Source: an optimization exercise on an open RTL-to-GDS flow (aim: small area and few clock cycles per item). Production flows keep margins and buffers that such runs may drop.
For this run, only the layout was checked, not whether the RTL still works.

[flow/flow/run.sh]
#!/bin/bash
# The standard ORFS layout (the standard.sh), with these changes:
# - the port buffers that global placement inserts on every input and output
#   are sky130_fd_sc_hd__buf_1 instead of the tool's default pick; timing
#   repair still resizes any of them that need more drive;
# - Yosys's synth runs without its early "abc -fast" pass, so the full adders
#   that ORFS extracts keep the polarity the RTL writes them in (the final ABC
#   mapping and everything else are unchanged);
# - clock tree synthesis uses smaller clock buffers, larger sink clusters and
#   no dummy loads.
set -euo pipefail
bash standard.sh "BUFFER_PORTS_ARGS=-buffer_cell sky130_fd_sc_hd__buf_1" "SYNTH_ARGS=-noabc" \
  "CTS_ARGS=-sink_clustering_enable -repair_clock_nets -buf_list {sky130_fd_sc_hd__clkbuf_4 sky130_fd_sc_hd__clkbuf_8} -sink_clustering_size 30 -sink_clustering_max_diameter 100 -dont_use_dummy_load" \
  finish > standard.log 2>&1
[flow/standard.sh]
#!/bin/bash
# synth_recipe.tcl (not shown) runs the flow's synth.tcl, then flattens the netlist and writes it again
# the make line also repeats each setting of config.mk as NAME=value (left out here)
make -C /OpenROAD-flow-scripts/flow DESIGN_CONFIG=/design/flow/config.mk WORK_HOME=/design/flow/orfs CLKGATE_MAP_FILE= SYNTH_SCRIPT=/design/flow/synth_recipe.tcl "${@:-finish}"
[flow/config.mk]
export PLATFORM = sky130hd
export DESIGN_NAME = dsp_mac_pipe
export DESIGN_NICKNAME = dsp_mac_pipe
export VERILOG_FILES = /design/flow/design.v
export SDC_FILE = /design/flow/constraint.sdc
export NUM_CORES = 4
export LEC_CHECK = 0
export CAP_MARGIN = 20
export CORE_MARGIN = 2
export CORE_UTILIZATION = 40
export SLEW_MARGIN = 20
[flow/constraint.sdc]
create_clock -name core_clock -period 7.0 [get_ports {CLK}]
set_input_delay 1.4000 -clock core_clock [delete_from_list [all_inputs] [get_ports {CLK}]]
set_output_delay 1.4000 -clock core_clock [all_outputs]
set_load 0.01 [all_outputs]
[flow/design.v]
module dsp_mac_pipe (
  input  logic               CLK,
  input  logic               RSTN,
  input  logic               IN_VALID,
  output logic               IN_READY,
  input  logic signed [17:0] A,
  input  logic signed [17:0] B,
  input  logic signed [17:0] D,
  input  logic signed [47:0] C,
  input  logic [3:0]         OPMODE,
  output logic               OUT_VALID,
  input  logic               OUT_READY,
  output logic signed [47:0] P,
  output logic               CARRYOUT,
  output logic               OVERFLOW
);
  logic        vld_q;
  logic [3:0]  cnt_q;
  logic [47:0] r_q;
  logic        co_q, ovf_q;
  logic        v1_q;
  logic [17:0] a1_q;
  logic [18:0] pre1_q;
  logic [47:0] c1_q;
  logic [1:0]  op1_q;      
  logic fire, adv;
  assign fire     = v1_q && (!vld_q || OUT_READY);
  assign adv      = !v1_q || fire;
  assign IN_READY = adv;
  logic        sb;
  logic [18:0] dg, bx, pre_d;
  logic [19:0] pre_w, pre_x, pre_y;
  assign sb    = OPMODE[0] & OPMODE[1];
  assign dg    = OPMODE[0] ? {D[17], D} : 19'd0;
  assign bx    = {B[17], B} ^ {19{sb}};
  assign pre_x = {dg, 1'b1};
  assign pre_y = {bx, sb};
  wire [19:0] pp_g0, pp_p0;
  assign pp_g0 = pre_x & pre_y;
  assign pp_p0 = pre_x ^ pre_y;
  wire pp_G1, pp_P1;
  assign pp_G1 = pp_g0[1] | (pp_p0[1] & pp_g0[0]);
  assign pp_P1 = pp_p0[1] & pp_p0[0];
  wire pp_G2, pp_P2;
  assign pp_G2 = pp_g0[3] | (pp_p0[3] & pp_g0[2]);
  assign pp_P2 = pp_p0[3] & pp_p0[2];
  wire pp_G3, pp_P3;
  assign pp_G3 = pp_g0[5] | (pp_p0[5] & pp_g0[4]);
  assign pp_P3 = pp_p0[5] & pp_p0[4];
  wire pp_G4, pp_P4;
  assign pp_G4 = pp_g0[7] | (pp_p0[7] & pp_g0[6]);
  assign pp_P4 = pp_p0[7] & pp_p0[6];
  wire pp_G5, pp_P5;
  assign pp_G5 = pp_g0[9] | (pp_p0[9] & pp_g0[8]);
  assign pp_P5 = pp_p0[9] & pp_p0[8];
  wire pp_G6, pp_P6;
  assign pp_G6 = pp_g0[11] | (pp_p0[11] & pp_g0[10]);
  assign pp_P6 = pp_p0[11] & pp_p0[10];
  wire pp_G7, pp_P7;
  assign pp_G7 = pp_g0[13] | (pp_p0[13] & pp_g0[12]);
  assign pp_P7 = pp_p0[13] & pp_p0[12];
  wire pp_G8, pp_P8;
  assign pp_G8 = pp_g0[15] | (pp_p0[15] & pp_g0[14]);
  assign pp_P8 = pp_p0[15] & pp_p0[14];
  wire pp_G9, pp_P9;
  assign pp_G9 = pp_g0[17] | (pp_p0[17] & pp_g0[16]);
  assign pp_P9 = pp_p0[17] & pp_p0[16];
  wire pp_G10, pp_P10;
  assign pp_G10 = pp_g0[19] | (pp_p0[19] & pp_g0[18]);
  assign pp_P10 = pp_p0[19] & pp_p0[18];
  wire pp_G11, pp_P11;
  assign pp_G11 = pp_G2 | (pp_P2 & pp_G1);
  assign pp_P11 = pp_P2 & pp_P1;
  wire pp_G12, pp_P12;
  assign pp_G12 = pp_G4 | (pp_P4 & pp_G3);
  assign pp_P12 = pp_P4 & pp_P3;
  wire pp_G13, pp_P13;
  assign pp_G13 = pp_G6 | (pp_P6 & pp_G5);
  assign pp_P13 = pp_P6 & pp_P5;
  wire pp_G14, pp_P14;
  assign pp_G14 = pp_G8 | (pp_P8 & pp_G7);
  assign pp_P14 = pp_P8 & pp_P7;
  wire pp_G15, pp_P15;
  assign pp_G15 = pp_G10 | (pp_P10 & pp_G9);
  assign pp_P15 = pp_P10 & pp_P9;
  wire pp_G16, pp_P16;
  assign pp_G16 = pp_G12 | (pp_P12 & pp_G11);
  assign pp_P16 = pp_P12 & pp_P11;
  wire pp_G17, pp_P17;
  assign pp_G17 = pp_G14 | (pp_P14 & pp_G13);
  assign pp_P17 = pp_P14 & pp_P13;
  wire pp_G18, pp_P18;
  assign pp_G18 = pp_G17 | (pp_P17 & pp_G16);
  assign pp_P18 = pp_P17 & pp_P16;
  wire pp_G19, pp_P19;
  assign pp_G19 = pp_G13 | (pp_P13 & pp_G16);
  assign pp_P19 = pp_P13 & pp_P16;
  wire pp_G20, pp_P20;
  assign pp_G20 = pp_G15 | (pp_P15 & pp_G18);
  assign pp_P20 = pp_P15 & pp_P18;
  wire pp_G21, pp_P21;
  assign pp_G21 = pp_G3 | (pp_P3 & pp_G11);
  assign pp_P21 = pp_P3 & pp_P11;
  wire pp_G22, pp_P22;
  assign pp_G22 = pp_G5 | (pp_P5 & pp_G16);
  assign pp_P22 = pp_P5 & pp_P16;
  wire pp_G23, pp_P23;
  assign pp_G23 = pp_G7 | (pp_P7 & pp_G19);
  assign pp_P23 = pp_P7 & pp_P19;
  wire pp_G24, pp_P24;
  assign pp_G24 = pp_G9 | (pp_P9 & pp_G18);
  assign pp_P24 = pp_P9 & pp_P18;
  wire pp_G25, pp_P25;
  assign pp_G25 = pp_g0[2] | (pp_p0[2] & pp_G1);
  assign pp_P25 = pp_p0[2] & pp_P1;
  wire pp_G26, pp_P26;
  assign pp_G26 = pp_g0[4] | (pp_p0[4] & pp_G11);
  assign pp_P26 = pp_p0[4] & pp_P11;
  wire pp_G27, pp_P27;
  assign pp_G27 = pp_g0[6] | (pp_p0[6] & pp_G21);
  assign pp_P27 = pp_p0[6] & pp_P21;
  wire pp_G28, pp_P28;
  assign pp_G28 = pp_g0[8] | (pp_p0[8] & pp_G16);
  assign pp_P28 = pp_p0[8] & pp_P16;
  wire pp_G29, pp_P29;
  assign pp_G29 = pp_g0[10] | (pp_p0[10] & pp_G22);
  assign pp_P29 = pp_p0[10] & pp_P22;
  wire pp_G30, pp_P30;
  assign pp_G30 = pp_g0[12] | (pp_p0[12] & pp_G19);
  assign pp_P30 = pp_p0[12] & pp_P19;
  wire pp_G31, pp_P31;
  assign pp_G31 = pp_g0[14] | (pp_p0[14] & pp_G23);
  assign pp_P31 = pp_p0[14] & pp_P23;
  wire pp_G32, pp_P32;
  assign pp_G32 = pp_g0[16] | (pp_p0[16] & pp_G18);
  assign pp_P32 = pp_p0[16] & pp_P18;
  wire pp_G33, pp_P33;
  assign pp_G33 = pp_g0[18] | (pp_p0[18] & pp_G24);
  assign pp_P33 = pp_p0[18] & pp_P24;
  assign pre_w = {pp_p0[19] ^ pp_G33, pp_p0[18] ^ pp_G24, pp_p0[17] ^ pp_G32, pp_p0[16] ^ pp_G18, pp_p0[15] ^ pp_G31, pp_p0[14] ^ pp_G23, pp_p0[13] ^ pp_G30, pp_p0[12] ^ pp_G19, pp_p0[11] ^ pp_G29, pp_p0[10] ^ pp_G22, pp_p0[9] ^ pp_G28, pp_p0[8] ^ pp_G16, pp_p0[7] ^ pp_G27, pp_p0[6] ^ pp_G21, pp_p0[5] ^ pp_G26, pp_p0[4] ^ pp_G11, pp_p0[3] ^ pp_G25, pp_p0[2] ^ pp_G1, pp_p0[1] ^ pp_g0[0], pp_p0[0]};
  assign pre_d = pre_w[19:1];
  always_ff @(posedge CLK or negedge RSTN) begin
    if (!RSTN)    v1_q <= 1'b0;
    else if (adv) v1_q <= IN_VALID;
  end
  always_ff @(posedge CLK) begin
    if (adv) begin
      a1_q   <= A;
      pre1_q <= pre_d;
      c1_q   <= C;
      op1_q  <= OPMODE[3:2];
    end
  end
  logic [18:0] pre;
  logic [18:0] a_ext;
  logic [8:0]  one, two, neg;
  assign pre   = pre1_q;
  assign a_ext = {a1_q, 1'b0};
  always_comb begin
    for (int i = 0; i < 9; i++) begin
      one[i] = v1_q & (a_ext[2*i+1] ^ a_ext[2*i]);
      two[i] = v1_q & ((a_ext[2*i+2] & ~a_ext[2*i+1] & ~a_ext[2*i]) |
                       (~a_ext[2*i+2] & a_ext[2*i+1] & a_ext[2*i]));
      neg[i] = v1_q & (a_ext[2*i+2] ^ op1_q[1]);
    end
  end
  logic [19:0] pre2, pre1;
  assign pre1 = {pre[18], pre};
  assign pre2 = {pre, 1'b0};
  logic [19:0] y0, y1, y2, y3, y4, y5, y6, y7, y8;
  assign y0 = (({20{one[0]}} & pre1) | ({20{two[0]}} & pre2)) ^ {20{neg[0]}};
  assign y1 = (({20{one[1]}} & pre1) | ({20{two[1]}} & pre2)) ^ {20{neg[1]}};
  assign y2 = (({20{one[2]}} & pre1) | ({20{two[2]}} & pre2)) ^ {20{neg[2]}};
  assign y3 = (({20{one[3]}} & pre1) | ({20{two[3]}} & pre2)) ^ {20{neg[3]}};
  assign y4 = (({20{one[4]}} & pre1) | ({20{two[4]}} & pre2)) ^ {20{neg[4]}};
  assign y5 = (({20{one[5]}} & pre1) | ({20{two[5]}} & pre2)) ^ {20{neg[5]}};
  assign y6 = (({20{one[6]}} & pre1) | ({20{two[6]}} & pre2)) ^ {20{neg[6]}};
  assign y7 = (({20{one[7]}} & pre1) | ({20{two[7]}} & pre2)) ^ {20{neg[7]}};
  assign y8 = (({20{one[8]}} & pre1) | ({20{two[8]}} & pre2)) ^ {20{neg[8]}};
  logic        use_acc;
  logic [47:0] base;
  assign use_acc = op1_q[0] && (cnt_q != 4'd0);
  assign base    = use_acc ? r_q : c1_q;
  wire s1, c2;
  assign {c2, s1} = {1'b0, neg[7]} + {1'b0, base[14]} + {1'b0, 1'b0};
  wire s3, c4;
  assign {c4, s3} = {1'b0, base[15]} + {1'b0, y0[15]} + {1'b0, 1'b0};
  wire s5, c6;
  assign {c6, s5} = {1'b0, neg[8]} + {1'b0, base[16]} + {1'b0, y0[16]};
  wire s7, c8;
  assign {c8, s7} = {1'b0, y1[14]} + {1'b0, y2[12]} + {1'b0, 1'b0};
  wire s9, c10;
  assign {c10, s9} = {1'b0, base[17]} + {1'b0, y0[17]} + {1'b0, y1[15]};
  wire s11, c12;
  assign {c12, s11} = {1'b0, y2[13]} + {1'b0, y3[11]} + {1'b0, 1'b0};
  wire s13, c14;
  assign {c14, s13} = {1'b0, base[18]} + {1'b0, y0[18]} + {1'b0, y1[16]};
  wire s15, c16;
  assign {c16, s15} = {1'b0, y2[14]} + {1'b0, y3[12]} + {1'b0, 1'b0};
  wire s17, c18;
  assign {c18, s17} = {1'b0, 1'b1} + {1'b0, base[19]} + {1'b0, ~y0[19]};
  wire s19, c20;
  assign {c20, s19} = {1'b0, y1[17]} + {1'b0, y2[15]} + {1'b0, y3[13]};
  wire s21, c22;
  assign {c22, s21} = {1'b0, 1'b1} + {1'b0, base[20]} + {1'b0, y1[18]};
  wire s23, c24;
  assign {c24, s23} = {1'b0, y2[16]} + {1'b0, y3[14]} + {1'b0, 1'b0};
  wire s25, c26;
  assign {c26, s25} = {1'b0, base[21]} + {1'b0, ~y1[19]} + {1'b0, y2[17]};
  wire s27, c28;
  assign {c28, s27} = {1'b0, 1'b1} + {1'b0, base[22]} + {1'b0, 1'b0};
  wire s29, c30;
  assign {c30, s29} = {1'b0, neg[4]} + {1'b0, base[8]} + {1'b0, 1'b0};
  wire s31, c32;
  assign {c32, s31} = {1'b0, base[9]} + {1'b0, y0[9]} + {1'b0, 1'b0};
  wire s33, c34;
  assign {c34, s33} = {1'b0, neg[5]} + {1'b0, base[10]} + {1'b0, y0[10]};
  wire s35, c36;
  assign {c36, s35} = {1'b0, y1[8]} + {1'b0, y2[6]} + {1'b0, 1'b0};
  wire s37, c38;
  assign {c38, s37} = {1'b0, base[11]} + {1'b0, y0[11]} + {1'b0, y1[9]};
  wire s39, c40;
  assign {c40, s39} = {1'b0, y2[7]} + {1'b0, y3[5]} + {1'b0, 1'b0};
  wire s41, c42;
  assign {c42, s41} = {1'b0, neg[6]} + {1'b0, base[12]} + {1'b0, y0[12]};
  wire s43, c44;
  assign {c44, s43} = {1'b0, y1[10]} + {1'b0, y2[8]} + {1'b0, y3[6]};
  wire s45, c46;
  assign {c46, s45} = {1'b0, y4[4]} + {1'b0, y5[2]} + {1'b0, 1'b0};
  wire s47, c48;
  assign {c48, s47} = {1'b0, base[13]} + {1'b0, y0[13]} + {1'b0, y1[11]};
  wire s49, c50;
  assign {c50, s49} = {1'b0, y2[9]} + {1'b0, y3[7]} + {1'b0, y4[5]};
  wire s51, c52;
  assign {c52, s51} = {1'b0, y5[3]} + {1'b0, y6[1]} + {1'b0, 1'b0};
  wire s53, c54;
  assign {c54, s53} = {1'b0, s1} + {1'b0, y0[14]} + {1'b0, y1[12]};
  wire s55, c56;
  assign {c56, s55} = {1'b0, y2[10]} + {1'b0, y3[8]} + {1'b0, y4[6]};
  wire s57, c58;
  assign {c58, s57} = {1'b0, y5[4]} + {1'b0, y6[2]} + {1'b0, y7[0]};
  wire s59, c60;
  assign {c60, s59} = {1'b0, c2} + {1'b0, y1[13]} + {1'b0, y2[11]};
  wire s61, c62;
  assign {c62, s61} = {1'b0, y3[9]} + {1'b0, y4[7]} + {1'b0, y5[5]};
  wire s63, c64;
  assign {c64, s63} = {1'b0, y6[3]} + {1'b0, y7[1]} + {1'b0, s3};
  wire s65, c66;
  assign {c66, s65} = {1'b0, y3[10]} + {1'b0, y4[8]} + {1'b0, y5[6]};
  wire s67, c68;
  assign {c68, s67} = {1'b0, y6[4]} + {1'b0, y7[2]} + {1'b0, y8[0]};
  wire s69, c70;
  assign {c70, s69} = {1'b0, c4} + {1'b0, s5} + {1'b0, s7};
  wire s71, c72;
  assign {c72, s71} = {1'b0, y4[9]} + {1'b0, y5[7]} + {1'b0, y6[5]};
  wire s73, c74;
  assign {c74, s73} = {1'b0, y7[3]} + {1'b0, y8[1]} + {1'b0, c6};
  wire s75, c76;
  assign {c76, s75} = {1'b0, c8} + {1'b0, s9} + {1'b0, s11};
  wire s77, c78;
  assign {c78, s77} = {1'b0, y4[10]} + {1'b0, y5[8]} + {1'b0, y6[6]};
  wire s79, c80;
  assign {c80, s79} = {1'b0, y7[4]} + {1'b0, y8[2]} + {1'b0, c10};
  wire s81, c82;
  assign {c82, s81} = {1'b0, c12} + {1'b0, s13} + {1'b0, s15};
  wire s83, c84;
  assign {c84, s83} = {1'b0, y4[11]} + {1'b0, y5[9]} + {1'b0, y6[7]};
  wire s85, c86;
  assign {c86, s85} = {1'b0, y7[5]} + {1'b0, y8[3]} + {1'b0, c14};
  wire s87, c88;
  assign {c88, s87} = {1'b0, c16} + {1'b0, s17} + {1'b0, s19};
  wire s89, c90;
  assign {c90, s89} = {1'b0, y4[12]} + {1'b0, y5[10]} + {1'b0, y6[8]};
  wire s91, c92;
  assign {c92, s91} = {1'b0, y7[6]} + {1'b0, y8[4]} + {1'b0, c18};
  wire s93, c94;
  assign {c94, s93} = {1'b0, c20} + {1'b0, s21} + {1'b0, s23};
  wire s95, c96;
  assign {c96, s95} = {1'b0, y3[15]} + {1'b0, y4[13]} + {1'b0, y5[11]};
  wire s97, c98;
  assign {c98, s97} = {1'b0, y6[9]} + {1'b0, y7[7]} + {1'b0, y8[5]};
  wire s99, c100;
  assign {c100, s99} = {1'b0, c22} + {1'b0, c24} + {1'b0, s25};
  wire s101, c102;
  assign {c102, s101} = {1'b0, s27} + {1'b0, y2[18]} + {1'b0, y3[16]};
  wire s103, c104;
  assign {c104, s103} = {1'b0, y4[14]} + {1'b0, y5[12]} + {1'b0, y6[10]};
  wire s105, c106;
  assign {c106, s105} = {1'b0, y7[8]} + {1'b0, y8[6]} + {1'b0, c26};
  wire s107, c108;
  assign {c108, s107} = {1'b0, base[23]} + {1'b0, c28} + {1'b0, ~y2[19]};
  wire s109, c110;
  assign {c110, s109} = {1'b0, y3[17]} + {1'b0, y4[15]} + {1'b0, y5[13]};
  wire s111, c112;
  assign {c112, s111} = {1'b0, y6[11]} + {1'b0, y7[9]} + {1'b0, y8[7]};
  wire s113, c114;
  assign {c114, s113} = {1'b0, 1'b1} + {1'b0, base[24]} + {1'b0, y3[18]};
  wire s115, c116;
  assign {c116, s115} = {1'b0, y4[16]} + {1'b0, y5[14]} + {1'b0, y6[12]};
  wire s117, c118;
  assign {c118, s117} = {1'b0, y7[10]} + {1'b0, y8[8]} + {1'b0, 1'b0};
  wire s119, c120;
  assign {c120, s119} = {1'b0, base[25]} + {1'b0, ~y3[19]} + {1'b0, y4[17]};
  wire s121, c122;
  assign {c122, s121} = {1'b0, y5[15]} + {1'b0, y6[13]} + {1'b0, y7[11]};
  wire s123, c124;
  assign {c124, s123} = {1'b0, 1'b1} + {1'b0, base[26]} + {1'b0, y4[18]};
  wire s125, c126;
  assign {c126, s125} = {1'b0, y5[16]} + {1'b0, y6[14]} + {1'b0, 1'b0};
  wire s127, c128;
  assign {c128, s127} = {1'b0, base[27]} + {1'b0, ~y4[19]} + {1'b0, y5[17]};
  wire s129, c130;
  assign {c130, s129} = {1'b0, 1'b1} + {1'b0, base[28]} + {1'b0, 1'b0};
  wire s131, c132;
  assign {c132, s131} = {1'b0, neg[2]} + {1'b0, base[4]} + {1'b0, 1'b0};
  wire s133, c134;
  assign {c134, s133} = {1'b0, base[5]} + {1'b0, y0[5]} + {1'b0, 1'b0};
  wire s135, c136;
  assign {c136, s135} = {1'b0, neg[3]} + {1'b0, base[6]} + {1'b0, y0[6]};
  wire s137, c138;
  assign {c138, s137} = {1'b0, y1[4]} + {1'b0, y2[2]} + {1'b0, 1'b0};
  wire s139, c140;
  assign {c140, s139} = {1'b0, base[7]} + {1'b0, y0[7]} + {1'b0, y1[5]};
  wire s141, c142;
  assign {c142, s141} = {1'b0, y2[3]} + {1'b0, y3[1]} + {1'b0, 1'b0};
  wire s143, c144;
  assign {c144, s143} = {1'b0, s29} + {1'b0, y0[8]} + {1'b0, y1[6]};
  wire s145, c146;
  assign {c146, s145} = {1'b0, y2[4]} + {1'b0, y3[2]} + {1'b0, y4[0]};
  wire s147, c148;
  assign {c148, s147} = {1'b0, c30} + {1'b0, y1[7]} + {1'b0, y2[5]};
  wire s149, c150;
  assign {c150, s149} = {1'b0, y3[3]} + {1'b0, y4[1]} + {1'b0, s31};
  wire s151, c152;
  assign {c152, s151} = {1'b0, y3[4]} + {1'b0, y4[2]} + {1'b0, y5[0]};
  wire s153, c154;
  assign {c154, s153} = {1'b0, c32} + {1'b0, s33} + {1'b0, s35};
  wire s155, c156;
  assign {c156, s155} = {1'b0, y4[3]} + {1'b0, y5[1]} + {1'b0, c34};
  wire s157, c158;
  assign {c158, s157} = {1'b0, c36} + {1'b0, s37} + {1'b0, s39};
  wire s159, c160;
  assign {c160, s159} = {1'b0, y6[0]} + {1'b0, c38} + {1'b0, c40};
  wire s161, c162;
  assign {c162, s161} = {1'b0, s41} + {1'b0, s43} + {1'b0, s45};
  wire s163, c164;
  assign {c164, s163} = {1'b0, c42} + {1'b0, c44} + {1'b0, c46};
  wire s165, c166;
  assign {c166, s165} = {1'b0, s47} + {1'b0, s49} + {1'b0, s51};
  wire s167, c168;
  assign {c168, s167} = {1'b0, c48} + {1'b0, c50} + {1'b0, c52};
  wire s169, c170;
  assign {c170, s169} = {1'b0, s53} + {1'b0, s55} + {1'b0, s57};
  wire s171, c172;
  assign {c172, s171} = {1'b0, c54} + {1'b0, c56} + {1'b0, c58};
  wire s173, c174;
  assign {c174, s173} = {1'b0, s59} + {1'b0, s61} + {1'b0, s63};
  wire s175, c176;
  assign {c176, s175} = {1'b0, c60} + {1'b0, c62} + {1'b0, s65};
  wire s177, c178;
  assign {c178, s177} = {1'b0, s67} + {1'b0, c64} + {1'b0, s69};
  wire s179, c180;
  assign {c180, s179} = {1'b0, c66} + {1'b0, c68} + {1'b0, s71};
  wire s181, c182;
  assign {c182, s181} = {1'b0, c70} + {1'b0, s73} + {1'b0, s75};
  wire s183, c184;
  assign {c184, s183} = {1'b0, c72} + {1'b0, s77} + {1'b0, c74};
  wire s185, c186;
  assign {c186, s185} = {1'b0, c76} + {1'b0, s79} + {1'b0, s81};
  wire s187, c188;
  assign {c188, s187} = {1'b0, c78} + {1'b0, s83} + {1'b0, c80};
  wire s189, c190;
  assign {c190, s189} = {1'b0, c82} + {1'b0, s85} + {1'b0, s87};
  wire s191, c192;
  assign {c192, s191} = {1'b0, c84} + {1'b0, s89} + {1'b0, c86};
  wire s193, c194;
  assign {c194, s193} = {1'b0, c88} + {1'b0, s91} + {1'b0, s93};
  wire s195, c196;
  assign {c196, s195} = {1'b0, c90} + {1'b0, s95} + {1'b0, s97};
  wire s197, c198;
  assign {c198, s197} = {1'b0, c92} + {1'b0, c94} + {1'b0, s99};
  wire s199, c200;
  assign {c200, s199} = {1'b0, c96} + {1'b0, c98} + {1'b0, s101};
  wire s201, c202;
  assign {c202, s201} = {1'b0, s103} + {1'b0, c100} + {1'b0, s105};
  wire s203, c204;
  assign {c204, s203} = {1'b0, c102} + {1'b0, c104} + {1'b0, s107};
  wire s205, c206;
  assign {c206, s205} = {1'b0, s109} + {1'b0, s111} + {1'b0, c106};
  wire s207, c208;
  assign {c208, s207} = {1'b0, c108} + {1'b0, c110} + {1'b0, c112};
  wire s209, c210;
  assign {c210, s209} = {1'b0, s113} + {1'b0, s115} + {1'b0, s117};
  wire s211, c212;
  assign {c212, s211} = {1'b0, y8[9]} + {1'b0, c114} + {1'b0, c116};
  wire s213, c214;
  assign {c214, s213} = {1'b0, c118} + {1'b0, s119} + {1'b0, s121};
  wire s215, c216;
  assign {c216, s215} = {1'b0, y7[12]} + {1'b0, y8[10]} + {1'b0, c120};
  wire s217, c218;
  assign {c218, s217} = {1'b0, c122} + {1'b0, s123} + {1'b0, s125};
  wire s219, c220;
  assign {c220, s219} = {1'b0, y6[15]} + {1'b0, y7[13]} + {1'b0, y8[11]};
  wire s221, c222;
  assign {c222, s221} = {1'b0, c124} + {1'b0, c126} + {1'b0, s127};
  wire s223, c224;
  assign {c224, s223} = {1'b0, s129} + {1'b0, y5[18]} + {1'b0, y6[16]};
  wire s225, c226;
  assign {c226, s225} = {1'b0, y7[14]} + {1'b0, y8[12]} + {1'b0, c128};
  wire s227, c228;
  assign {c228, s227} = {1'b0, base[29]} + {1'b0, c130} + {1'b0, ~y5[19]};
  wire s229, c230;
  assign {c230, s229} = {1'b0, y6[17]} + {1'b0, y7[15]} + {1'b0, y8[13]};
  wire s231, c232;
  assign {c232, s231} = {1'b0, 1'b1} + {1'b0, base[30]} + {1'b0, y6[18]};
  wire s233, c234;
  assign {c234, s233} = {1'b0, y7[16]} + {1'b0, y8[14]} + {1'b0, 1'b0};
  wire s235, c236;
  assign {c236, s235} = {1'b0, base[31]} + {1'b0, ~y6[19]} + {1'b0, y7[17]};
  wire s237, c238;
  assign {c238, s237} = {1'b0, 1'b1} + {1'b0, base[32]} + {1'b0, 1'b0};
  wire s239, c240;
  assign {c240, s239} = {1'b0, neg[1]} + {1'b0, base[2]} + {1'b0, 1'b0};
  wire s241, c242;
  assign {c242, s241} = {1'b0, base[3]} + {1'b0, y0[3]} + {1'b0, 1'b0};
  wire s243, c244;
  assign {c244, s243} = {1'b0, s131} + {1'b0, y0[4]} + {1'b0, y1[2]};
  wire s245, c246;
  assign {c246, s245} = {1'b0, c132} + {1'b0, y1[3]} + {1'b0, y2[1]};
  wire s247, c248;
  assign {c248, s247} = {1'b0, y3[0]} + {1'b0, c134} + {1'b0, s135};
  wire s249, c250;
  assign {c250, s249} = {1'b0, c136} + {1'b0, c138} + {1'b0, s139};
  wire s251, c252;
  assign {c252, s251} = {1'b0, c140} + {1'b0, c142} + {1'b0, s143};
  wire s253, c254;
  assign {c254, s253} = {1'b0, c144} + {1'b0, c146} + {1'b0, s147};
  wire s255, c256;
  assign {c256, s255} = {1'b0, c148} + {1'b0, s151} + {1'b0, c150};
  wire s257, c258;
  assign {c258, s257} = {1'b0, c152} + {1'b0, c154} + {1'b0, s155};
  wire s259, c260;
  assign {c260, s259} = {1'b0, c156} + {1'b0, c158} + {1'b0, s159};
  wire s261, c262;
  assign {c262, s261} = {1'b0, c160} + {1'b0, c162} + {1'b0, s163};
  wire s263, c264;
  assign {c264, s263} = {1'b0, c164} + {1'b0, c166} + {1'b0, s167};
  wire s265, c266;
  assign {c266, s265} = {1'b0, c168} + {1'b0, c170} + {1'b0, s171};
  wire s267, c268;
  assign {c268, s267} = {1'b0, c172} + {1'b0, s175} + {1'b0, c174};
  wire s269, c270;
  assign {c270, s269} = {1'b0, c176} + {1'b0, s179} + {1'b0, c178};
  wire s271, c272;
  assign {c272, s271} = {1'b0, c180} + {1'b0, s183} + {1'b0, c182};
  wire s273, c274;
  assign {c274, s273} = {1'b0, c184} + {1'b0, s187} + {1'b0, c186};
  wire s275, c276;
  assign {c276, s275} = {1'b0, c188} + {1'b0, s191} + {1'b0, c190};
  wire s277, c278;
  assign {c278, s277} = {1'b0, s195} + {1'b0, c192} + {1'b0, c194};
  wire s279, c280;
  assign {c280, s279} = {1'b0, c196} + {1'b0, s199} + {1'b0, c198};
  wire s281, c282;
  assign {c282, s281} = {1'b0, c200} + {1'b0, s203} + {1'b0, c202};
  wire s283, c284;
  assign {c284, s283} = {1'b0, c204} + {1'b0, s207} + {1'b0, s209};
  wire s285, c286;
  assign {c286, s285} = {1'b0, c208} + {1'b0, c210} + {1'b0, s211};
  wire s287, c288;
  assign {c288, s287} = {1'b0, c212} + {1'b0, c214} + {1'b0, s215};
  wire s289, c290;
  assign {c290, s289} = {1'b0, s219} + {1'b0, c216} + {1'b0, c218};
  wire s291, c292;
  assign {c292, s291} = {1'b0, c220} + {1'b0, s223} + {1'b0, c222};
  wire s293, c294;
  assign {c294, s293} = {1'b0, c224} + {1'b0, s227} + {1'b0, s229};
  wire s295, c296;
  assign {c296, s295} = {1'b0, c228} + {1'b0, c230} + {1'b0, s231};
  wire s297, c298;
  assign {c298, s297} = {1'b0, y8[15]} + {1'b0, c232} + {1'b0, c234};
  wire s299, c300;
  assign {c300, s299} = {1'b0, s237} + {1'b0, y7[18]} + {1'b0, y8[16]};
  wire s301, c302;
  assign {c302, s301} = {1'b0, base[33]} + {1'b0, c238} + {1'b0, ~y7[19]};
  wire s303, c304;
  assign {c304, s303} = {1'b0, 1'b1} + {1'b0, base[34]} + {1'b0, 1'b0};
  wire s305, c306;
  assign {c306, s305} = {1'b0, neg[0]} + {1'b0, base[0]} + {1'b0, 1'b0};
  wire s307, c308;
  assign {c308, s307} = {1'b0, base[1]} + {1'b0, y0[1]} + {1'b0, 1'b0};
  wire s309, c310;
  assign {c310, s309} = {1'b0, s239} + {1'b0, y0[2]} + {1'b0, y1[0]};
  wire s311, c312;
  assign {c312, s311} = {1'b0, c240} + {1'b0, y1[1]} + {1'b0, s241};
  wire s313, c314;
  assign {c314, s313} = {1'b0, y2[0]} + {1'b0, c242} + {1'b0, s243};
  wire s315, c316;
  assign {c316, s315} = {1'b0, c244} + {1'b0, s133} + {1'b0, s245};
  wire s317, c318;
  assign {c318, s317} = {1'b0, c246} + {1'b0, s137} + {1'b0, s247};
  wire s319, c320;
  assign {c320, s319} = {1'b0, s141} + {1'b0, c248} + {1'b0, s249};
  wire s321, c322;
  assign {c322, s321} = {1'b0, s145} + {1'b0, c250} + {1'b0, s251};
  wire s323, c324;
  assign {c324, s323} = {1'b0, c252} + {1'b0, s149} + {1'b0, s253};
  wire s325, c326;
  assign {c326, s325} = {1'b0, c254} + {1'b0, s153} + {1'b0, s255};
  wire s327, c328;
  assign {c328, s327} = {1'b0, s157} + {1'b0, c256} + {1'b0, s257};
  wire s329, c330;
  assign {c330, s329} = {1'b0, s161} + {1'b0, c258} + {1'b0, s259};
  wire s331, c332;
  assign {c332, s331} = {1'b0, s165} + {1'b0, c260} + {1'b0, s261};
  wire s333, c334;
  assign {c334, s333} = {1'b0, s169} + {1'b0, c262} + {1'b0, s263};
  wire s335, c336;
  assign {c336, s335} = {1'b0, c264} + {1'b0, s265} + {1'b0, s173};
  wire s337, c338;
  assign {c338, s337} = {1'b0, c266} + {1'b0, s177} + {1'b0, s267};
  wire s339, c340;
  assign {c340, s339} = {1'b0, s181} + {1'b0, c268} + {1'b0, s269};
  wire s341, c342;
  assign {c342, s341} = {1'b0, s185} + {1'b0, c270} + {1'b0, s271};
  wire s343, c344;
  assign {c344, s343} = {1'b0, s189} + {1'b0, c272} + {1'b0, s273};
  wire s345, c346;
  assign {c346, s345} = {1'b0, s193} + {1'b0, c274} + {1'b0, s275};
  wire s347, c348;
  assign {c348, s347} = {1'b0, s197} + {1'b0, c276} + {1'b0, s277};
  wire s349, c350;
  assign {c350, s349} = {1'b0, s201} + {1'b0, c278} + {1'b0, s279};
  wire s351, c352;
  assign {c352, s351} = {1'b0, s205} + {1'b0, c280} + {1'b0, s281};
  wire s353, c354;
  assign {c354, s353} = {1'b0, c206} + {1'b0, s283} + {1'b0, c282};
  wire s355, c356;
  assign {c356, s355} = {1'b0, s213} + {1'b0, c284} + {1'b0, s285};
  wire s357, c358;
  assign {c358, s357} = {1'b0, s217} + {1'b0, c286} + {1'b0, s287};
  wire s359, c360;
  assign {c360, s359} = {1'b0, s221} + {1'b0, c288} + {1'b0, s289};
  wire s361, c362;
  assign {c362, s361} = {1'b0, s225} + {1'b0, c290} + {1'b0, s291};
  wire s363, c364;
  assign {c364, s363} = {1'b0, c226} + {1'b0, s293} + {1'b0, c292};
  wire s365, c366;
  assign {c366, s365} = {1'b0, s233} + {1'b0, c294} + {1'b0, s295};
  wire s367, c368;
  assign {c368, s367} = {1'b0, s235} + {1'b0, c296} + {1'b0, s297};
  wire s369, c370;
  assign {c370, s369} = {1'b0, c236} + {1'b0, s299} + {1'b0, c298};
  wire s371, c372;
  assign {c372, s371} = {1'b0, y8[17]} + {1'b0, c300} + {1'b0, s301};
  wire s373, c374;
  assign {c374, s373} = {1'b0, s303} + {1'b0, y8[18]} + {1'b0, c302};
  wire s375, c376;
  assign {c376, s375} = {1'b0, base[35]} + {1'b0, c304} + {1'b0, ~y8[19]};
  wire s377, c378;
  assign {c378, s377} = {1'b0, 1'b1} + {1'b0, base[36]} + {1'b0, 1'b0};
  wire s379, c380;
  assign {c380, s379} = {1'b0, 1'b1} + {1'b0, base[37]} + {1'b0, 1'b0};
  wire s381, c382;
  assign {c382, s381} = {1'b0, 1'b1} + {1'b0, base[38]} + {1'b0, 1'b0};
  wire s383, c384;
  assign {c384, s383} = {1'b0, 1'b1} + {1'b0, base[39]} + {1'b0, 1'b0};
  wire s385, c386;
  assign {c386, s385} = {1'b0, 1'b1} + {1'b0, base[40]} + {1'b0, 1'b0};
  wire s387, c388;
  assign {c388, s387} = {1'b0, 1'b1} + {1'b0, base[41]} + {1'b0, 1'b0};
  wire s389, c390;
  assign {c390, s389} = {1'b0, 1'b1} + {1'b0, base[42]} + {1'b0, 1'b0};
  wire s391, c392;
  assign {c392, s391} = {1'b0, 1'b1} + {1'b0, base[43]} + {1'b0, 1'b0};
  wire s393, c394;
  assign {c394, s393} = {1'b0, 1'b1} + {1'b0, base[44]} + {1'b0, 1'b0};
  wire s395, c396;
  assign {c396, s395} = {1'b0, 1'b1} + {1'b0, base[45]} + {1'b0, 1'b0};
  wire s397, c398;
  assign {c398, s397} = {1'b0, 1'b1} + {1'b0, base[46]} + {1'b0, 1'b0};
  wire s399, c400;
  assign {c400, s399} = {1'b0, 1'b1} + {1'b0, base[47]} + {1'b0, 1'b0};
  wire s401, c402;
  assign {c402, s401} = {1'b0, 1'b1} + {1'b0, base[47]} + {1'b0, 1'b0};
  wire [48:0] sx, sy;
  assign sx = {c400, c398, c396, c394, c392, c390, c388, c386, c384, c382, c380, c378, s377, s375, c372, s371, c368, c366, s365, c362, c360, c358, c356, s355, c352, c350, c348, c346, c344, c342, c340, c338, c336, c334, c332, c330, c328, c326, c324, c322, c320, c318, c316, c314, c312, c310, c308, c306, s305};
  assign sy = {s401, s399, s397, s395, s393, s391, s389, s387, s385, s383, s381, s379, c376, c374, s373, c370, s369, s367, c364, s363, s361, s359, s357, c354, s353, s351, s349, s347, s345, s343, s341, s339, s337, s335, s333, s331, s329, s327, s325, s323, s321, s319, s317, s315, s313, s311, s309, s307, y0[0]};
  wire [48:0] cpa_s;
  wire [48:0] cp_g0, cp_p0;
  assign cp_g0 = sx & sy;
  assign cp_p0 = sx ^ sy;
  wire cp_G1, cp_P1;
  assign cp_G1 = cp_g0[1] | (cp_p0[1] & cp_g0[0]);
  assign cp_P1 = cp_p0[1] & cp_p0[0];
  wire cp_G2, cp_P2;
  assign cp_G2 = cp_g0[3] | (cp_p0[3] & cp_g0[2]);
  assign cp_P2 = cp_p0[3] & cp_p0[2];
  wire cp_G3, cp_P3;
  assign cp_G3 = cp_g0[5] | (cp_p0[5] & cp_g0[4]);
  assign cp_P3 = cp_p0[5] & cp_p0[4];
  wire cp_G4, cp_P4;
  assign cp_G4 = cp_g0[7] | (cp_p0[7] & cp_g0[6]);
  assign cp_P4 = cp_p0[7] & cp_p0[6];
  wire cp_G5, cp_P5;
  assign cp_G5 = cp_g0[9] | (cp_p0[9] & cp_g0[8]);
  assign cp_P5 = cp_p0[9] & cp_p0[8];
  wire cp_G6, cp_P6;
  assign cp_G6 = cp_g0[11] | (cp_p0[11] & cp_g0[10]);
  assign cp_P6 = cp_p0[11] & cp_p0[10];
  wire cp_G7, cp_P7;
  assign cp_G7 = cp_g0[13] | (cp_p0[13] & cp_g0[12]);
  assign cp_P7 = cp_p0[13] & cp_p0[12];
  wire cp_G8, cp_P8;
  assign cp_G8 = cp_g0[15] | (cp_p0[15] & cp_g0[14]);
  assign cp_P8 = cp_p0[15] & cp_p0[14];
  wire cp_G9, cp_P9;
  assign cp_G9 = cp_g0[17] | (cp_p0[17] & cp_g0[16]);
  assign cp_P9 = cp_p0[17] & cp_p0[16];
  wire cp_G10, cp_P10;
  assign cp_G10 = cp_g0[19] | (cp_p0[19] & cp_g0[18]);
  assign cp_P10 = cp_p0[19] & cp_p0[18];
  wire cp_G11, cp_P11;
  assign cp_G11 = cp_g0[21] | (cp_p0[21] & cp_g0[20]);
  assign cp_P11 = cp_p0[21] & cp_p0[20];
  wire cp_G12, cp_P12;
  assign cp_G12 = cp_g0[23] | (cp_p0[23] & cp_g0[22]);
  assign cp_P12 = cp_p0[23] & cp_p0[22];
  wire cp_G13, cp_P13;
  assign cp_G13 = cp_g0[25] | (cp_p0[25] & cp_g0[24]);
  assign cp_P13 = cp_p0[25] & cp_p0[24];
  wire cp_G14, cp_P14;
  assign cp_G14 = cp_g0[27] | (cp_p0[27] & cp_g0[26]);
  assign cp_P14 = cp_p0[27] & cp_p0[26];
  wire cp_G15, cp_P15;
  assign cp_G15 = cp_g0[29] | (cp_p0[29] & cp_g0[28]);
  assign cp_P15 = cp_p0[29] & cp_p0[28];
  wire cp_G16, cp_P16;
  assign cp_G16 = cp_g0[31] | (cp_p0[31] & cp_g0[30]);
  assign cp_P16 = cp_p0[31] & cp_p0[30];
  wire cp_G17, cp_P17;
  assign cp_G17 = cp_g0[33] | (cp_p0[33] & cp_g0[32]);
  assign cp_P17 = cp_p0[33] & cp_p0[32];
  wire cp_G18, cp_P18;
  assign cp_G18 = cp_g0[35] | (cp_p0[35] & cp_g0[34]);
  assign cp_P18 = cp_p0[35] & cp_p0[34];
  wire cp_G19, cp_P19;
  assign cp_G19 = cp_g0[37] | (cp_p0[37] & cp_g0[36]);
  assign cp_P19 = cp_p0[37] & cp_p0[36];
  wire cp_G20, cp_P20;
  assign cp_G20 = cp_g0[39] | (cp_p0[39] & cp_g0[38]);
  assign cp_P20 = cp_p0[39] & cp_p0[38];
  wire cp_G21, cp_P21;
  assign cp_G21 = cp_g0[41] | (cp_p0[41] & cp_g0[40]);
  assign cp_P21 = cp_p0[41] & cp_p0[40];
  wire cp_G22, cp_P22;
  assign cp_G22 = cp_g0[43] | (cp_p0[43] & cp_g0[42]);
  assign cp_P22 = cp_p0[43] & cp_p0[42];
  wire cp_G23, cp_P23;
  assign cp_G23 = cp_g0[45] | (cp_p0[45] & cp_g0[44]);
  assign cp_P23 = cp_p0[45] & cp_p0[44];
  wire cp_G24, cp_P24;
  assign cp_G24 = cp_g0[47] | (cp_p0[47] & cp_g0[46]);
  assign cp_P24 = cp_p0[47] & cp_p0[46];
  wire cp_G25, cp_P25;
  assign cp_G25 = cp_G2 | (cp_P2 & cp_G1);
  assign cp_P25 = cp_P2 & cp_P1;
  wire cp_G26, cp_P26;
  assign cp_G26 = cp_G4 | (cp_P4 & cp_G3);
  assign cp_P26 = cp_P4 & cp_P3;
  wire cp_G27, cp_P27;
  assign cp_G27 = cp_G6 | (cp_P6 & cp_G5);
  assign cp_P27 = cp_P6 & cp_P5;
  wire cp_G28, cp_P28;
  assign cp_G28 = cp_G8 | (cp_P8 & cp_G7);
  assign cp_P28 = cp_P8 & cp_P7;
  wire cp_G29, cp_P29;
  assign cp_G29 = cp_G10 | (cp_P10 & cp_G9);
  assign cp_P29 = cp_P10 & cp_P9;
  wire cp_G30, cp_P30;
  assign cp_G30 = cp_G12 | (cp_P12 & cp_G11);
  assign cp_P30 = cp_P12 & cp_P11;
  wire cp_G31, cp_P31;
  assign cp_G31 = cp_G14 | (cp_P14 & cp_G13);
  assign cp_P31 = cp_P14 & cp_P13;
  wire cp_G32, cp_P32;
  assign cp_G32 = cp_G16 | (cp_P16 & cp_G15);
  assign cp_P32 = cp_P16 & cp_P15;
  wire cp_G33, cp_P33;
  assign cp_G33 = cp_G18 | (cp_P18 & cp_G17);
  assign cp_P33 = cp_P18 & cp_P17;
  wire cp_G34, cp_P34;
  assign cp_G34 = cp_G20 | (cp_P20 & cp_G19);
  assign cp_P34 = cp_P20 & cp_P19;
  wire cp_G35, cp_P35;
  assign cp_G35 = cp_G22 | (cp_P22 & cp_G21);
  assign cp_P35 = cp_P22 & cp_P21;
  wire cp_G36, cp_P36;
  assign cp_G36 = cp_G24 | (cp_P24 & cp_G23);
  assign cp_P36 = cp_P24 & cp_P23;
  wire cp_G37, cp_P37;
  assign cp_G37 = cp_G26 | (cp_P26 & cp_G25);
  assign cp_P37 = cp_P26 & cp_P25;
  wire cp_G38, cp_P38;
  assign cp_G38 = cp_G28 | (cp_P28 & cp_G27);
  assign cp_P38 = cp_P28 & cp_P27;
  wire cp_G39, cp_P39;
  assign cp_G39 = cp_G30 | (cp_P30 & cp_G29);
  assign cp_P39 = cp_P30 & cp_P29;
  wire cp_G40, cp_P40;
  assign cp_G40 = cp_G32 | (cp_P32 & cp_G31);
  assign cp_P40 = cp_P32 & cp_P31;
  wire cp_G41, cp_P41;
  assign cp_G41 = cp_G34 | (cp_P34 & cp_G33);
  assign cp_P41 = cp_P34 & cp_P33;
  wire cp_G42, cp_P42;
  assign cp_G42 = cp_G36 | (cp_P36 & cp_G35);
  assign cp_P42 = cp_P36 & cp_P35;
  wire cp_G43, cp_P43;
  assign cp_G43 = cp_G38 | (cp_P38 & cp_G37);
  assign cp_P43 = cp_P38 & cp_P37;
  wire cp_G44, cp_P44;
  assign cp_G44 = cp_G40 | (cp_P40 & cp_G39);
  assign cp_P44 = cp_P40 & cp_P39;
  wire cp_G45, cp_P45;
  assign cp_G45 = cp_G42 | (cp_P42 & cp_G41);
  assign cp_P45 = cp_P42 & cp_P41;
  wire cp_G46, cp_P46;
  assign cp_G46 = cp_G44 | (cp_P44 & cp_G43);
  assign cp_P46 = cp_P44 & cp_P43;
  wire cp_G47, cp_P47;
  assign cp_G47 = cp_G45 | (cp_P45 & cp_G46);
  assign cp_P47 = cp_P45 & cp_P46;
  wire cp_G48, cp_P48;
  assign cp_G48 = cp_G39 | (cp_P39 & cp_G43);
  assign cp_P48 = cp_P39 & cp_P43;
  wire cp_G49, cp_P49;
  assign cp_G49 = cp_G41 | (cp_P41 & cp_G46);
  assign cp_P49 = cp_P41 & cp_P46;
  wire cp_G50, cp_P50;
  assign cp_G50 = cp_G27 | (cp_P27 & cp_G37);
  assign cp_P50 = cp_P27 & cp_P37;
  wire cp_G51, cp_P51;
  assign cp_G51 = cp_G29 | (cp_P29 & cp_G43);
  assign cp_P51 = cp_P29 & cp_P43;
  wire cp_G52, cp_P52;
  assign cp_G52 = cp_G31 | (cp_P31 & cp_G48);
  assign cp_P52 = cp_P31 & cp_P48;
  wire cp_G53, cp_P53;
  assign cp_G53 = cp_G33 | (cp_P33 & cp_G46);
  assign cp_P53 = cp_P33 & cp_P46;
  wire cp_G54, cp_P54;
  assign cp_G54 = cp_G35 | (cp_P35 & cp_G49);
  assign cp_P54 = cp_P35 & cp_P49;
  wire cp_G55, cp_P55;
  assign cp_G55 = cp_G3 | (cp_P3 & cp_G25);
  assign cp_P55 = cp_P3 & cp_P25;
  wire cp_G56, cp_P56;
  assign cp_G56 = cp_G5 | (cp_P5 & cp_G37);
  assign cp_P56 = cp_P5 & cp_P37;
  wire cp_G57, cp_P57;
  assign cp_G57 = cp_G7 | (cp_P7 & cp_G50);
  assign cp_P57 = cp_P7 & cp_P50;
  wire cp_G58, cp_P58;
  assign cp_G58 = cp_G9 | (cp_P9 & cp_G43);
  assign cp_P58 = cp_P9 & cp_P43;
  wire cp_G59, cp_P59;
  assign cp_G59 = cp_G11 | (cp_P11 & cp_G51);
  assign cp_P59 = cp_P11 & cp_P51;
  wire cp_G60, cp_P60;
  assign cp_G60 = cp_G13 | (cp_P13 & cp_G48);
  assign cp_P60 = cp_P13 & cp_P48;
  wire cp_G61, cp_P61;
  assign cp_G61 = cp_G15 | (cp_P15 & cp_G52);
  assign cp_P61 = cp_P15 & cp_P52;
  wire cp_G62, cp_P62;
  assign cp_G62 = cp_G17 | (cp_P17 & cp_G46);
  assign cp_P62 = cp_P17 & cp_P46;
  wire cp_G63, cp_P63;
  assign cp_G63 = cp_G19 | (cp_P19 & cp_G53);
  assign cp_P63 = cp_P19 & cp_P53;
  wire cp_G64, cp_P64;
  assign cp_G64 = cp_G21 | (cp_P21 & cp_G49);
  assign cp_P64 = cp_P21 & cp_P49;
  wire cp_G65, cp_P65;
  assign cp_G65 = cp_G23 | (cp_P23 & cp_G54);
  assign cp_P65 = cp_P23 & cp_P54;
  wire cp_G66, cp_P66;
  assign cp_G66 = cp_g0[2] | (cp_p0[2] & cp_G1);
  assign cp_P66 = cp_p0[2] & cp_P1;
  wire cp_G67, cp_P67;
  assign cp_G67 = cp_g0[4] | (cp_p0[4] & cp_G25);
  assign cp_P67 = cp_p0[4] & cp_P25;
  wire cp_G68, cp_P68;
  assign cp_G68 = cp_g0[6] | (cp_p0[6] & cp_G55);
  assign cp_P68 = cp_p0[6] & cp_P55;
  wire cp_G69, cp_P69;
  assign cp_G69 = cp_g0[8] | (cp_p0[8] & cp_G37);
  assign cp_P69 = cp_p0[8] & cp_P37;
  wire cp_G70, cp_P70;
  assign cp_G70 = cp_g0[10] | (cp_p0[10] & cp_G56);
  assign cp_P70 = cp_p0[10] & cp_P56;
  wire cp_G71, cp_P71;
  assign cp_G71 = cp_g0[12] | (cp_p0[12] & cp_G50);
  assign cp_P71 = cp_p0[12] & cp_P50;
  wire cp_G72, cp_P72;
  assign cp_G72 = cp_g0[14] | (cp_p0[14] & cp_G57);
  assign cp_P72 = cp_p0[14] & cp_P57;
  wire cp_G73, cp_P73;
  assign cp_G73 = cp_g0[16] | (cp_p0[16] & cp_G43);
  assign cp_P73 = cp_p0[16] & cp_P43;
  wire cp_G74, cp_P74;
  assign cp_G74 = cp_g0[18] | (cp_p0[18] & cp_G58);
  assign cp_P74 = cp_p0[18] & cp_P58;
  wire cp_G75, cp_P75;
  assign cp_G75 = cp_g0[20] | (cp_p0[20] & cp_G51);
  assign cp_P75 = cp_p0[20] & cp_P51;
  wire cp_G76, cp_P76;
  assign cp_G76 = cp_g0[22] | (cp_p0[22] & cp_G59);
  assign cp_P76 = cp_p0[22] & cp_P59;
  wire cp_G77, cp_P77;
  assign cp_G77 = cp_g0[24] | (cp_p0[24] & cp_G48);
  assign cp_P77 = cp_p0[24] & cp_P48;
  wire cp_G78, cp_P78;
  assign cp_G78 = cp_g0[26] | (cp_p0[26] & cp_G60);
  assign cp_P78 = cp_p0[26] & cp_P60;
  wire cp_G79, cp_P79;
  assign cp_G79 = cp_g0[28] | (cp_p0[28] & cp_G52);
  assign cp_P79 = cp_p0[28] & cp_P52;
  wire cp_G80, cp_P80;
  assign cp_G80 = cp_g0[30] | (cp_p0[30] & cp_G61);
  assign cp_P80 = cp_p0[30] & cp_P61;
  wire cp_G81, cp_P81;
  assign cp_G81 = cp_g0[32] | (cp_p0[32] & cp_G46);
  assign cp_P81 = cp_p0[32] & cp_P46;
  wire cp_G82, cp_P82;
  assign cp_G82 = cp_g0[34] | (cp_p0[34] & cp_G62);
  assign cp_P82 = cp_p0[34] & cp_P62;
  wire cp_G83, cp_P83;
  assign cp_G83 = cp_g0[36] | (cp_p0[36] & cp_G53);
  assign cp_P83 = cp_p0[36] & cp_P53;
  wire cp_G84, cp_P84;
  assign cp_G84 = cp_g0[38] | (cp_p0[38] & cp_G63);
  assign cp_P84 = cp_p0[38] & cp_P63;
  wire cp_G85, cp_P85;
  assign cp_G85 = cp_g0[40] | (cp_p0[40] & cp_G49);
  assign cp_P85 = cp_p0[40] & cp_P49;
  wire cp_G86, cp_P86;
  assign cp_G86 = cp_g0[42] | (cp_p0[42] & cp_G64);
  assign cp_P86 = cp_p0[42] & cp_P64;
  wire cp_G87, cp_P87;
  assign cp_G87 = cp_g0[44] | (cp_p0[44] & cp_G54);
  assign cp_P87 = cp_p0[44] & cp_P54;
  wire cp_G88, cp_P88;
  assign cp_G88 = cp_g0[46] | (cp_p0[46] & cp_G65);
  assign cp_P88 = cp_p0[46] & cp_P65;
  wire cp_G89, cp_P89;
  assign cp_G89 = cp_g0[48] | (cp_p0[48] & cp_G47);
  assign cp_P89 = cp_p0[48] & cp_P47;
  assign cpa_s = {cp_p0[48] ^ cp_G47, cp_p0[47] ^ cp_G88, cp_p0[46] ^ cp_G65, cp_p0[45] ^ cp_G87, cp_p0[44] ^ cp_G54, cp_p0[43] ^ cp_G86, cp_p0[42] ^ cp_G64, cp_p0[41] ^ cp_G85, cp_p0[40] ^ cp_G49, cp_p0[39] ^ cp_G84, cp_p0[38] ^ cp_G63, cp_p0[37] ^ cp_G83, cp_p0[36] ^ cp_G53, cp_p0[35] ^ cp_G82, cp_p0[34] ^ cp_G62, cp_p0[33] ^ cp_G81, cp_p0[32] ^ cp_G46, cp_p0[31] ^ cp_G80, cp_p0[30] ^ cp_G61, cp_p0[29] ^ cp_G79, cp_p0[28] ^ cp_G52, cp_p0[27] ^ cp_G78, cp_p0[26] ^ cp_G60, cp_p0[25] ^ cp_G77, cp_p0[24] ^ cp_G48, cp_p0[23] ^ cp_G76, cp_p0[22] ^ cp_G59, cp_p0[21] ^ cp_G75, cp_p0[20] ^ cp_G51, cp_p0[19] ^ cp_G74, cp_p0[18] ^ cp_G58, cp_p0[17] ^ cp_G73, cp_p0[16] ^ cp_G43, cp_p0[15] ^ cp_G72, cp_p0[14] ^ cp_G57, cp_p0[13] ^ cp_G71, cp_p0[12] ^ cp_G50, cp_p0[11] ^ cp_G70, cp_p0[10] ^ cp_G56, cp_p0[9] ^ cp_G69, cp_p0[8] ^ cp_G37, cp_p0[7] ^ cp_G68, cp_p0[6] ^ cp_G55, cp_p0[5] ^ cp_G67, cp_p0[4] ^ cp_G25, cp_p0[3] ^ cp_G66, cp_p0[2] ^ cp_G1, cp_p0[1] ^ cp_g0[0], cp_p0[0]};
  logic [48:0] u;
  assign u = cpa_s;
  logic s_m;
  assign s_m = (a1_q[17] ^ pre[18]) & (|a1_q) & (|pre);
  logic [47:0] res;
  logic        ovf, co, last, emit;
  assign res  = u[47:0];
  assign ovf  = u[48] ^ u[47];
  assign co   = u[48] ^ base[47] ^ s_m;
  assign last = (cnt_q == 4'd15);
  assign emit = !op1_q[0] || last;
  always_ff @(posedge CLK or negedge RSTN) begin
    if (!RSTN) begin
      vld_q <= 1'b0;
      cnt_q <= 4'd0;
    end else begin
      if (fire) begin
        vld_q <= emit;
        cnt_q <= (op1_q[0] && !last) ? cnt_q + 4'd1 : 4'd0;
      end else if (OUT_READY) begin
        vld_q <= 1'b0;
      end
    end
  end
  always_ff @(posedge CLK) begin
    if (fire) begin
      r_q   <= res;
      co_q  <= co;
      ovf_q <= ovf;
    end
  end
  assign OUT_VALID = vld_q;
  assign P         = r_q;
  assign CARRYOUT  = co_q;
  assign OVERFLOW  = ovf_q;
endmodule
==> summary.txt <==
Run status
  – Result of the run: complete, no violations

Place
  – GP Congestion: ~0.9
  – # port buffers: ~160
  – Placed Cells: around 2100
  – Post-DP HPWL: approximately 34 mm
  – Worst Setup Slack post-DPL: -7.86 ps
  – Placed inst area: around 0.017 mm^2

Yosys
  – Post-synth EDFFs: 137
  – Fraction of synthesized cell area taken by the top area cell type: 0.263
  – Nets in the synthesized netlist: ~1700
  – Cell types with the largest area share after synthesis: edfxtp_1 (26%), fa_1 (24%), xnor2_1 (11%)
  – Post-Syn Instances: about 1400
  – Dominant synthesized flop cell: edfxtp_1
  – Syn avg cell area: roughly 12 um^2
  – Yosys top cell by area: edfxtp_1
  – Netlist cell types: between 50 and 60
  – Number of warning messages in the yosys log: 1
  – Synthesized cell area: about 0.016 mm^2
  – Proportion of register bits with asynchronous set or reset after synthesis: 0.0420
  – Number of synthesized register bits: roughly 140
  – Sequential fraction of the synthesis area: 0.273

Timing
  – Least-Margin Pin Slew: between 700 and 800 ps
  – Pins Over Slew Limit: 0
  – Final clock period utilization by the worst path: 0.957
  – TNS Setup: 0 ps
  – Count of endpoints failing hold in the final timing report: 0
  – Clock Skews: 36.7 ps
  – Shortest period the worst path allows: 6700 ps
  – Max_slew headroom: 0.491
  – Max Freq: between 100 and 150 MHz
  – Setup WS post-layout: about 300 ps
  – Setup violations, final: 0

Clock tree
  – CTS Sinks: approximately 140
  – Clk pin slew, worst setup/hold paths: ~90 ps
  – CTS root buffer: clkbuf_8
  – CTS max path bufs: 2
  – Number of CTS-inserted buffers: 17
  – Clk Latency, worst-skew pair: between 500 and 600 ps
  – CTS HTree Levels: 4
  – Clock tree from TritonCTS: done

GRT
  – Overall global routing resource usage: 0.213
  – Via count of the first global-routing pass: approximately 12000
  – Wire length of the first global-routing pass: 66.2 mm
  – Antenna violations before repair: 0
  – GRT overflow: 0
  – Largest net degree at the start of global routing: 62

Route
  – Aggregate routed wire length: approximately 42 mm
  – DR vias/cell: 5.30
  – Number of detailed-route iterations in the first pass: 5
  – Routed wire length per instance: around 20 um
  – Initial drt markers: 743
  – Vias: about 11000
  – Post-DRT Antenna Nets: 0
  – Residual DRC count: 0

Setup path
  – R2R cell count: 25
  – Kind of critical path: flip-flop to flip-flop
  – Worst path arrival time: slightly above 7000 ps
  – Required @ worst endpoint: 7350 ps
  – Largest fanout on the critical path: 9
  – Startpoint type of the worst setup path: flip-flop
  – Slack of the worst reg-to-reg path: ~300 ps
  – Critical Path End Type: flip-flop

Cells and area
  – Commonest cells after routing, fill and taps aside: xnor2_1 (196), fa_1 (181), a22oi_1 (162)
  – Non-Filler Cell Area, Final: 0.0179 mm^2
  – Number of nets in the layout: 1957
  – Fin util: 0.464
  – Most common cell after layout, fill and taps aside: xnor2_1
  – Final cell count without fillers: between 2000 and 2500
  – Count of inserted antenna diode cells: 0
  – # fillers: 3603
  – Share of final-layout standard cells stronger than drive strength 1: 0.143
  – Layout-stage area growth over the synthesis result: 14.7%

Die
  – Vertical extent of the die: between 200 and 250 um
  – Placeable core area: between 0.03 and 0.04 mm^2
  – Overall die area: a little over 0.04 mm^2
  – Initial core utilization: 0.405
  – Overall die width: roughly 200 um
  – Number of placement rows: 72
  – Number of top-level pins: between 150 and 200

Worst hold path
  – Hold path depth: 1
  – Worst min path class: flip-flop to flip-flop

Job
  – Max-capacitance violation count: 0
worst max-delay path: stages (launching register included):
cell and delay, ps:
edfxtp_1 520, xor2_1 210, and2_1 290, buf_4 220, buf_4 140, a22oi_1 270
xnor2_1 190, fa_1 480, fa_1 570, fa_1 450, fa_2 640, ha_4 220
a21oi_1 130, nand2_1 100, a221oi_2 300, o22ai_2 130, a31o_4 260, a21oi_4 150
o31a_1 160, o31a_1 150, o21bai_1 90, a21oi_2 160, fa_2 260, nand2_1 50
or3_1 320, o311ai_2 90
path summary, 6_finish.rpt:
| kind | startpoint | to |
|---|---|---|
| max reg2reg | a1_q[5]$_DFFE_PP_ | ovf_q$_DFFE_PP_ |
| max in group asynchronous | RSTN | v1_q$_DFFE_PN0P_ |
| max | a1_q[5]$_DFFE_PP_ | ovf_q$_DFFE_PP_ |
| min reg2reg | cnt_q[3]$_DFFE_PN0P_ | cnt_q[3]$_DFFE_PN0P_ |
| min | cnt_q[3]$_DFFE_PN0P_ | cnt_q[3]$_DFFE_PN0P_ |
| min in group asynchronous | RSTN | cnt_q[3]$_DFFE_PN0P_ |
layer usage:
metal / track usage / wire, um
met3: 0.0426 / 2590
met1: 0.307 / 20000
met4: 0.0646 / 780
met5: 0 / 0
met2: 0.324 / 18800
flip-flops by register name, summed over array words and instances (netlist names):
signal and flops:
ovf_q 1, v1_q 1, a1_q 18, co_q 1, cnt_q 4, vld_q 1, c1_q 48, op1_q 2
r_q 48, pre1_q 19
stage by stage:
| stage | hold slack, ps |
|---|---|
| after floorplan | 467 |
| after global placement | 487 |
| after detailed placement | 502 |
| after CTS | 517 |
| after global routing | 531 |
| final | 518 |
cell families (layout without fill, tap and decap cells):
| family | count (synthesis) | after routing | synth area share |
|---|---|---|---|
| AO/OA/AOI/OAI | 276 | 276 | 0.127 |
| XOR/XNOR | 239 | 239 | 0.134 |
| adder cells (fa/ha/maj) | 284 | 284 | 0.318 |
| buffers and inverters | 171 | 378 | 0.0410 |
| flip-flops | 143 | 143 | 0.273 |
| multiplexers | 75 | 75 | 0.0498 |
| AND/OR/NAND/NOR | 166 | 166 | 0.0573 |
synthesized netlist by cell type, drive strengths merged, types with 2 or more instances:
library cell / instances
a21o: 34
a22oi: 162
nand3b: 4
and3: 4
nor2: 11
inv: 67
clkbuf: 88
o21ai: 27
o31a: 3
mux2i: 52
o211ai: 2
nand2b: 5
nor2b: 2
or3: 3
xnor2: 196
buf: 16
xor2: 43
nor3: 5
and2: 50
a21oi: 20
o21bai: 4
nor4: 9
a31o: 2
a21boi: 5
nand2: 46
fa: 190
o21a: 2
ha: 94
a211oi: 4
o31ai: 4
or3b: 5
mux2: 23
nand3: 15
dfrtp: 6
o22ai: 3
edfxtp: 137
what timing repair did:
action	4_1_cts	5_1_grt
buffers inserted	0	11
hold buffers	0	0
resized for setup	0	32
setup endpoints to repair	0	3
final cells by class:
class,instances,area (um^2),area share
inverters,67,251,0.0140
flip-flops and latches,143,4270,0.238
multi-input cells,1040,10900,0.607
well taps,518,648,0.0361
clock buffers,17,234,0.0130
repair buffers,294,1660,0.0923

-- separate check: timing with driven ports --
No port has a modelled driver above. Below, the same layout with a new extraction and two added sets of constraints. Step 1, drivers: a clkbuf_16 drives CLK and a buf_2 each remaining input, both assumed. Step 2 adds t to the input delays and takes it off the output delays; t is the mean of the earliest and latest rising clock arrival at the registers after step 1. Input paths then give back, and output paths get back, about the clock's delay inside the block. Three values: ideal ports, drivers, drivers and shift; two values: the first two.
shift t [ns]: 0.549
setup slack, ns: 0.300 / 0.300 / 0.300
hold slack, ns: 0.518 / 0.518 / 0.518
worst data-port slew with drivers (ns): 0.06
After both steps this run still meets setup and hold. The setup slack of this run moves by 0.000 ns with the drivers and by 0.000 ns with both steps.
